From an optimization exercise on the open Yosys and OpenROAD flow, aimed at small area, a short achievable clock period and few clock cycles; shortcuts taken in it are not production practice.
At most, simulation tests tie the RTL to the original design; equivalence was not proved.

==> flow/design.v (excerpt) <==
module alu_md #(
  parameter int unsigned WIDTH = 32,
  parameter int unsigned SAW   = 5,
  parameter int unsigned CW    = 6
) (
  input  logic             clk,
  input  logic             reset,
  input  logic [WIDTH-1:0] RSbus,
  input  logic [WIDTH-1:0] RTbus,
  input  logic [WIDTH-1:0] Imm,
  input  logic             UseImm,
  input  logic [7:0]       SEL,
  input  logic             Start,
  input  logic             ReadLabel,
  input  logic             WriteLabel,
  output logic [WIDTH-1:0] ALUout,
  output logic [WIDTH-1:0] HI,
  output logic [WIDTH-1:0] LO,
  output logic             Busy,
  output logic             Done
);
For scale: roughly 4,600 cells after synthesis, ~160 flip-flops, roughly 210 I/O pins, about 27,000 um2 of cells after synthesis.
export LEC_CHECK = 0
export ABC_AREA = 1
export CAP_MARGIN = 20
export CORE_MARGIN = 2
export CORE_UTILIZATION = 40
export SETUP_SLACK_MARGIN = 1.6
export SLEW_MARGIN = 20
create_clock -name core_clock -period 6.0 [get_ports {clk}]
standard.sh (not shown) runs the stock make flow with config.mk's settings and CLKGATE_MAP_FILE= SYNTH_SCRIPT=/design/flow/synth_recipe.tcl, a recipe that flattens the netlist after the stock synthesis.
==> flow/flow/run.sh <==
#!/bin/bash
# The standard layout (standard.sh), with two ORFS settings changed: the port buffers use
# buf_1 instead of the default delay-buffer cell, and timing repair may resize a cell to any
# footprint. Each tool's output goes to the ORFS logs under orfs/logs; make's output to
# standard.log.
export BUFFER_PORTS_ARGS="-buffer_cell sky130_fd_sc_hd__buf_1"
bash standard.sh MATCH_CELL_FOOTPRINT=0 finish > standard.log 2>&1
Change:
--- a/flow/design.v
+++ b/flow/design.v
@@ -148,30 +148,29 @@
   assign sdiff = {2'b0, (clzd[5] ? 5'd31 : clzd[4:0])} - {1'b0, clzn} + {6'b0, negn};
   logic [36:0] av, x37, pp0, pp1, cv, sv, cc;
   logic [37:0] s38;
   logic [36:0] s37;
   logic        fix, dborrow;
   assign fix = s_fixq | s_fixr | (s_daln & negr);
   assign x37 = {{3{opa[33]}}, opa};
   assign pp0 = (({37{one0}} & x37) | ({37{two0}} & {x37[35:0], 1'b0})) ^ {37{neg0}};
   assign pp1 = (({37{one1}} & {x37[34:0], 2'b0}) | ({37{two1}} & {x37[33:0], 3'b0}))
                ^ {37{neg1}};
-  assign av = {{4{hx}}, hx, HI};
+  always_comb begin
+    if (s_fixq)      av = ~{5'b0, LO};
+    else if (s_fixr | s_daln) av = ~{5'b0, HI};
+    else             av = {{4{hx}}, hx, HI};
+  end
   assign sv      = av ^ pp0 ^ pp1;
   assign cv      = (av & pp0) | (av & pp1) | (pp0 & pp1);
   assign cc      = {cv[35:0], neg1};
-  logic [31:0] fixv;
-  logic [36:0] adda, addb;
-  assign fixv    = s_fixq ? LO : HI;
-  assign adda    = sv & {37{~fix}};
-  assign addb    = fix ? ~{5'b0, fixv} : cc;
-  assign s38     = {adda, 1'b1} + {addb, (neg0 | fix)};
+  assign s38     = {sv, 1'b1} + {cc, (neg0 | fix)};
   assign s37     = s38[37:1];
   assign dborrow = s37[36];
   logic [31:0] alu_nxt, hi_nxt, lo_nxt;
   logic [33:0] opa_nxt;
   logic [4:0]  cnt_nxt, dsh_nxt;
   logic        zq_nxt;
   logic [5:0]  bctl_nxt;
   logic [1:0]  mcls_nxt;
   logic        n_mul, n_mulx, n_daln, n_div, n_fixq, n_fixr;
   logic        last_nxt, hx_nxt, ext_nxt, negq_nxt, negr_nxt, dvneg_nxt, done_nxt;
Effect:
- worst hold slack stays flat
- via count is about the same
- clock skew barely changes
- final area rose slightly
- worst setup slack gets better by 180 ps
- final cell count barely changes
- sequential share of layout area hardly moves
- clock-buffer cell count fell by 2
Function was not checked in any run of this note: the RTL went through the layout flow alone.


Setup of before:
Another version of the RTL of alu_md (not shown whole).
For scale: roughly 4,400 cells after synthesis, about 210 I/O pins, ~0.026 mm^2 of cells after synthesis.
export LEC_CHECK = 0
export ABC_AREA = 1
export CAP_MARGIN = 20
export CORE_MARGIN = 2
export CORE_UTILIZATION = 40
export SETUP_SLACK_MARGIN = 1.6
export SLEW_MARGIN = 20
create_clock -name core_clock -period 6.0 [get_ports {clk}]
run.sh (not shown) runs the stock make flow with config.mk's settings and CLKGATE_MAP_FILE= SYNTH_SCRIPT=/design/flow/synth_recipe.tcl, a recipe that flattens the netlist after the stock synthesis.
Stock flow here: none of the scripts above is used.
#### Input delta (after over before)
-- flow/design.v --
<<< before, line 28
  logic [1:0]  mcls;      
  logic        negq, negr;
  logic [5:0]  nclz;      
  logic [4:0]  dclz;      
  logic        dneg;      
  logic        dvneg;     
  logic        one0, two0, neg0, one1, two1, neg1;    
>>> after, line 28
  logic [1:0]  mcls;      
  logic        negq, negr;
  logic [4:0]  dsh;       
  logic        zq;        
  logic        dvneg;     
  logic        one0, two0, neg0, one1, two1, neg1;    
<<< before, line 64
  assign sh_l  = s_daln | SEL[1];
  assign fill  = ~sh_l & ~SEL[0] & RTbus[31];
  assign shamt = s_daln ? sdiff[4:0] : sa;
  assign shin  = sh_l ? rev33({s_daln & dvneg, shsrc}) : {fill, shsrc};
  always_comb begin
>>> after, line 63
  assign sh_l  = s_daln | SEL[1];
  assign fill  = ~sh_l & ~SEL[0] & RTbus[31];
  assign shamt = s_daln ? dsh : sa;
  assign shin  = sh_l ? rev33({s_daln & dvneg, shsrc}) : {fill, shsrc};
  always_comb begin
<<< before, line 147
  assign clzd   = clz32(y ^ {32{negd}});
  logic [6:0] sdiff;
  assign sdiff = {2'b0, dclz} - {1'b0, nclz} + {6'b0, dneg};
  logic [36:0] av, x37, pp0, pp1, cv, sv, cc;
  logic [37:0] s38;
>>> after, line 146
  assign clzd   = clz32(y ^ {32{negd}});
  logic [6:0] sdiff;
  assign sdiff = {2'b0, (clzd[5] ? 5'd31 : clzd[4:0])} - {1'b0, clzn} + {6'b0, negn};
  logic [36:0] av, x37, pp0, pp1, cv, sv, cc;
  logic [37:0] s38;
<<< before, line 170
  logic [31:0] alu_nxt, hi_nxt, lo_nxt;
  logic [33:0] opa_nxt;
  logic [4:0]  cnt_nxt, dclz_nxt;
  logic [5:0]  nclz_nxt;
  logic [5:0]  bctl_nxt;
  logic [1:0]  mcls_nxt;
  logic        n_mul, n_mulx, n_daln, n_div, n_fixq, n_fixr;
  logic        last_nxt, hx_nxt, ext_nxt, negq_nxt, negr_nxt, dneg_nxt, dvneg_nxt, done_nxt;
  always_comb begin
    {n_mul, n_mulx, n_daln, n_div, n_fixq, n_fixr} = 6'b0;
>>> after, line 169
  logic [31:0] alu_nxt, hi_nxt, lo_nxt;
  logic [33:0] opa_nxt;
  logic [4:0]  cnt_nxt, dsh_nxt;
  logic        zq_nxt;
  logic [5:0]  bctl_nxt;
  logic [1:0]  mcls_nxt;
  logic        n_mul, n_mulx, n_daln, n_div, n_fixq, n_fixr;
  logic        last_nxt, hx_nxt, ext_nxt, negq_nxt, negr_nxt, dvneg_nxt, done_nxt;
  always_comb begin
    {n_mul, n_mulx, n_daln, n_div, n_fixq, n_fixr} = 6'b0;
<<< before, line 189
    negq_nxt = negq;
    negr_nxt = negr;
    nclz_nxt = nclz;
    dclz_nxt = dclz;
    dneg_nxt = dneg;
    dvneg_nxt = dvneg;
    bctl_nxt = 6'b0;
>>> after, line 188
    negq_nxt = negq;
    negr_nxt = negr;
    dsh_nxt  = dsh;
    zq_nxt   = zq;
    dvneg_nxt = dvneg;
    bctl_nxt = 6'b0;
<<< before, line 227
          negq_nxt = negn ^ negd;
          negr_nxt = negn;
          nclz_nxt = clzn;
          dclz_nxt = clzd[5] ? 5'd31 : clzd[4:0];
          dneg_nxt = negn;
        end
      end
>>> after, line 225
          negq_nxt = negn ^ negd;
          negr_nxt = negn;
          dsh_nxt  = sdiff[4:0];
          zq_nxt   = sdiff[6];
        end
      end
<<< before, line 266
    end
    if (s_daln) begin
      if (sdiff[6]) begin
        done_nxt = 1'b1;
      end else begin
>>> after, line 263
    end
    if (s_daln) begin
      if (zq) begin
        done_nxt = 1'b1;
      end else begin
<<< before, line 272
        n_div    = 1'b1;
        opa_nxt  = {dvneg, shout};
        cnt_nxt  = sdiff[4:0];
        last_nxt = (sdiff[4:0] == 5'd0);
        bctl_nxt = {2'b10, ~dvneg, 3'b000};    
      end
>>> after, line 269
        n_div    = 1'b1;
        opa_nxt  = {dvneg, shout};
        cnt_nxt  = dsh;
        last_nxt = (dsh == 5'd0);
        bctl_nxt = {2'b10, ~dvneg, 3'b000};    
      end
<<< before, line 337
    negq <= negq_nxt;
    negr <= negr_nxt;
    nclz <= nclz_nxt;
    dclz <= dclz_nxt;
    dneg <= dneg_nxt;
    dvneg <= dvneg_nxt;
    {one0, two0, neg0, one1, two1, neg1} <= bctl_nxt;
>>> after, line 334
    negq <= negq_nxt;
    negr <= negr_nxt;
    dsh  <= dsh_nxt;
    zq   <= zq_nxt;
    dvneg <= dvneg_nxt;
    {one0, two0, neg0, one1, two1, neg1} <= bctl_nxt;
## What came out
Taking before as the reference, in after die area +about 2.3%; count of non-CTS buffers in the layout +58; number of antenna violations at the first check in global routing fell 1; maximum fanout count along the critical path decreased by 33% relative to the old numbers.
Looking at portion of the post-synthesis area used by sequential elements, after sits below before.
HI[1] as the last element of the critical path was reported by after, and HI[10] by before.
after ends up with lower total number of sequential cells than before does.
before → after: required arrival time at the worst endpoint shows an increase of 0.04 ns.
From before to after the numbers moved as follows: routed wire length increased about 7%, average wire per cell in the routed design increased 0.83 um.
Min time the final worst path needs with I/O delays and setup across before and after: before
Cmp before and after / sequential share of layout area / lower: after
Testbench counts of after, summed over its fixed seeds: cycles 19,622.
Only the layout flow was run in before; the RTL was not checked for function there.


Another version of the RTL of alu_md (not shown whole).
Size in the first run: ~4600 cells after synthesis, about 170 flip-flops.
Settings: LEC_CHECK=0, ABC_AREA=1, CAP_MARGIN=20, CORE_MARGIN=2, CORE_UTILIZATION=40, SETUP_SLACK_MARGIN=1.6, SLEW_MARGIN=20; clock period 6.0 ns.
standard.sh (not shown) runs the stock make flow with config.mk's settings and CLKGATE_MAP_FILE= SYNTH_SCRIPT=/design/flow/synth_recipe.tcl, a recipe that flattens the netlist after the stock synthesis.
Scripts as last shown in full above: flow/flow/run.sh
Next try:
--- a/flow/design.v
+++ b/flow/design.v
@@ -22,22 +22,20 @@
   logic        s_mul, s_mulx, s_daln, s_div, s_fixq, s_fixr;
   logic [33:0] opa;       
   logic [4:0]  cnt;
   logic        last;      
   logic        hx;        
   logic        ext;       
   logic [1:0]  mcls;      
   logic        negq, negr;
   logic [4:0]  dsh;       
-  logic        zq;        
   logic        dvneg;     
   logic        one0, two0, neg0, one1, two1, neg1;    
-  logic        av_nhi, av_nlo, fixc;    
   logic        unused_labels;
   assign unused_labels = ReadLabel ^ WriteLabel;
   logic [31:0] y;
   logic [4:0]  sa;
   logic        accept;
   logic        op_mul, op_div, op_sgn;
   assign y      = UseImm ? Imm : RTbus;    
   assign sa     = UseImm ? Imm[10:6] : RSbus[4:0];
   assign accept = Start & ~Busy;
@@ -145,62 +143,59 @@
   assign y_zero = (y == 32'b0);
   assign clzn   = clz32(RSbus ^ {32{negn}});
   assign clzd   = clz32(y ^ {32{negd}});
   logic [6:0] sdiff;
   assign sdiff = {2'b0, (clzd[5] ? 5'd31 : clzd[4:0])} - {1'b0, clzn} + {6'b0, negn};
   logic [36:0] av, x37, pp0, pp1, cv, sv, cc;
   logic [37:0] s38;
   logic [36:0] s37;
   logic        fix, dborrow;
-  assign fix = fixc;
+  assign fix = s_fixq | s_fixr | (s_daln & negr);
   assign x37 = {{3{opa[33]}}, opa};
   assign pp0 = (({37{one0}} & x37) | ({37{two0}} & {x37[35:0], 1'b0})) ^ {37{neg0}};
   assign pp1 = (({37{one1}} & {x37[34:0], 2'b0}) | ({37{two1}} & {x37[33:0], 3'b0}))
                ^ {37{neg1}};
   always_comb begin
-    if (av_nlo)      av = ~{5'b0, LO};
-    else if (av_nhi) av = ~{5'b0, HI};
+    if (s_fixq)      av = ~{5'b0, LO};
+    else if (s_fixr | s_daln) av = ~{5'b0, HI};
     else             av = {{4{hx}}, hx, HI};
   end
   assign sv      = av ^ pp0 ^ pp1;
   assign cv      = (av & pp0) | (av & pp1) | (pp0 & pp1);
   assign cc      = {cv[35:0], neg1};
   assign s38     = {sv, 1'b1} + {cc, (neg0 | fix)};
   assign s37     = s38[37:1];
   assign dborrow = s37[36];
   logic [31:0] alu_nxt, hi_nxt, lo_nxt;
   logic [33:0] opa_nxt;
   logic [4:0]  cnt_nxt, dsh_nxt;
-  logic        zq_nxt;
   logic [5:0]  bctl_nxt;
   logic [1:0]  mcls_nxt;
   logic        n_mul, n_mulx, n_daln, n_div, n_fixq, n_fixr;
   logic        last_nxt, hx_nxt, ext_nxt, negq_nxt, negr_nxt, dvneg_nxt, done_nxt;
   always_comb begin
     {n_mul, n_mulx, n_daln, n_div, n_fixq, n_fixr} = 6'b0;
     alu_nxt  = ALUout;
     hi_nxt   = HI;
     lo_nxt   = LO;
     opa_nxt  = opa;
     cnt_nxt  = cnt;
     last_nxt = last;
     hx_nxt   = hx;
     ext_nxt  = ext;
     mcls_nxt = mcls;
     negq_nxt = negq;
     negr_nxt = negr;
     dsh_nxt  = dsh;
-    zq_nxt   = zq;
     dvneg_nxt = dvneg;
     bctl_nxt = 6'b0;
     done_nxt = 1'b0;
     dsh_nxt = sdiff[4:0];
-    zq_nxt  = sdiff[6];
     if (!Busy) begin
       hx_nxt    = 1'b0;
       mcls_nxt  = m_cls;
       cnt_nxt   = {2'b0, m_cls, 1'b1};
       last_nxt  = 1'b0;
       ext_nxt   = ~op_sgn & mplier[31];
       dvneg_nxt = negd;
       negq_nxt  = negn ^ negd;
       negr_nxt  = negn;
@@ -216,26 +211,23 @@
       if (SEL == 8'h17) lo_nxt = RSbus;
       done_nxt = 1'b1;
       if (op_mul) begin
         done_nxt = 1'b0;
         n_mul    = 1'b1;
         hi_nxt   = '0;
         lo_nxt   = mplier;
       end
       if (op_div) begin
-        if (y_zero) begin
-          hi_nxt = RSbus;
-          lo_nxt = '1;
-        end else begin
+        hi_nxt = RSbus;
+        lo_nxt = {32{y_zero}};
+        if (!y_zero && !sdiff[6]) begin
           done_nxt = 1'b0;
           n_daln   = 1'b1;
-          hi_nxt   = RSbus;
-          lo_nxt   = '0;
         end
       end
     end
     if (s_mul) begin
       {hx_nxt, hi_nxt} = s37[36:4];
       lo_nxt   = {s37[3:0], LO[31:4]};
       cnt_nxt  = cnt - 5'd1;
       last_nxt = (cnt == 5'd1);
       bctl_nxt = {booth(LO[5], LO[4], LO[3]), booth(LO[7], LO[6], LO[5])};
@@ -260,21 +252,19 @@
           bctl_nxt = 6'b100_000;    
         end else done_nxt = 1'b1;
       end else n_mul = 1'b1;
     end
     if (s_mulx) begin
       hi_nxt   = s37[31:0];
       done_nxt = 1'b1;
     end
     if (s_daln) begin
-      if (zq) begin
-        done_nxt = 1'b1;
-      end else begin
+      begin
         if (negr) hi_nxt = s37[31:0];
         n_div    = 1'b1;
         opa_nxt  = {dvneg, shout};
         cnt_nxt  = dsh;
         last_nxt = (dsh == 5'd0);
         bctl_nxt = {2'b10, ~dvneg, 3'b000};    
       end
     end
     if (s_div) begin
@@ -332,17 +322,13 @@
     opa  <= opa_nxt;
     cnt  <= cnt_nxt;
     last <= last_nxt;
     hx   <= hx_nxt;
     ext  <= ext_nxt;
     mcls <= mcls_nxt;
     negq <= negq_nxt;
     negr <= negr_nxt;
     dsh  <= dsh_nxt;
-    zq   <= zq_nxt;
     dvneg <= dvneg_nxt;
     {one0, two0, neg0, one1, two1, neg1} <= bctl_nxt;
-    av_nlo <= n_fixq;
-    av_nhi <= n_fixr | n_daln;
-    fixc   <= n_fixq | n_fixr | (n_daln & negr_nxt);
   end
 endmodule
Effect: Clock skew came out lower by 11 ps; cell count falls by 3.8%; register-to-register slack gets worse by 20 ps; design area climbs by 2.4%; setup slack is worse by 50 ps.
No run of this note included a check of the RTL's function; only the layout flow was run.

## re-timing with driven ports
The flow's constraints put no driver on any port. The routed layouts listed below were extracted and timed again, unchanged, in two steps.
Step 1, drivers: a clkbuf_16 drives clk and a buf_2 each remaining input, both assumed.
Step 2 adds t to the input delays and takes it off the output delays; t is the mean of the earliest and latest rising clock arrival at the registers after step 1. Input paths then give back, and output paths get back, about the clock's delay inside the block.
Three values: ideal ports, drivers, drivers and shift; two values: the first two.
run | t (ns) | setup WS [ns] | slew at the worst register clock pin (ns)
the first run of note 1 | 0.567 | 1.473 / 1.495 / 0.928 | 0.09 / 0.09
the second run of note 1 | 0.573 | 1.656 / 1.656 / 1.161 | 0.08 / 0.08
before | 0.589 | 1.645 / 1.645 / 1.115 | 0.09 / 0.09
after | 0.583 | 1.585 / 1.585 / 1.079 | 0.11 / 0.11
the first run of note 3 | 0.577 | 1.602 / 1.602 / 1.083 | 0.10 / 0.10
the second run of note 3 | 0.577 | 1.552 / 1.579 / 1.002 | 0.09 / 0.09
After both steps setup and hold are still met in every run listed. The setup slack of the second run of note 3, which loses most, moves by +0.027 ns with the drivers and by -0.550 ns with both steps.
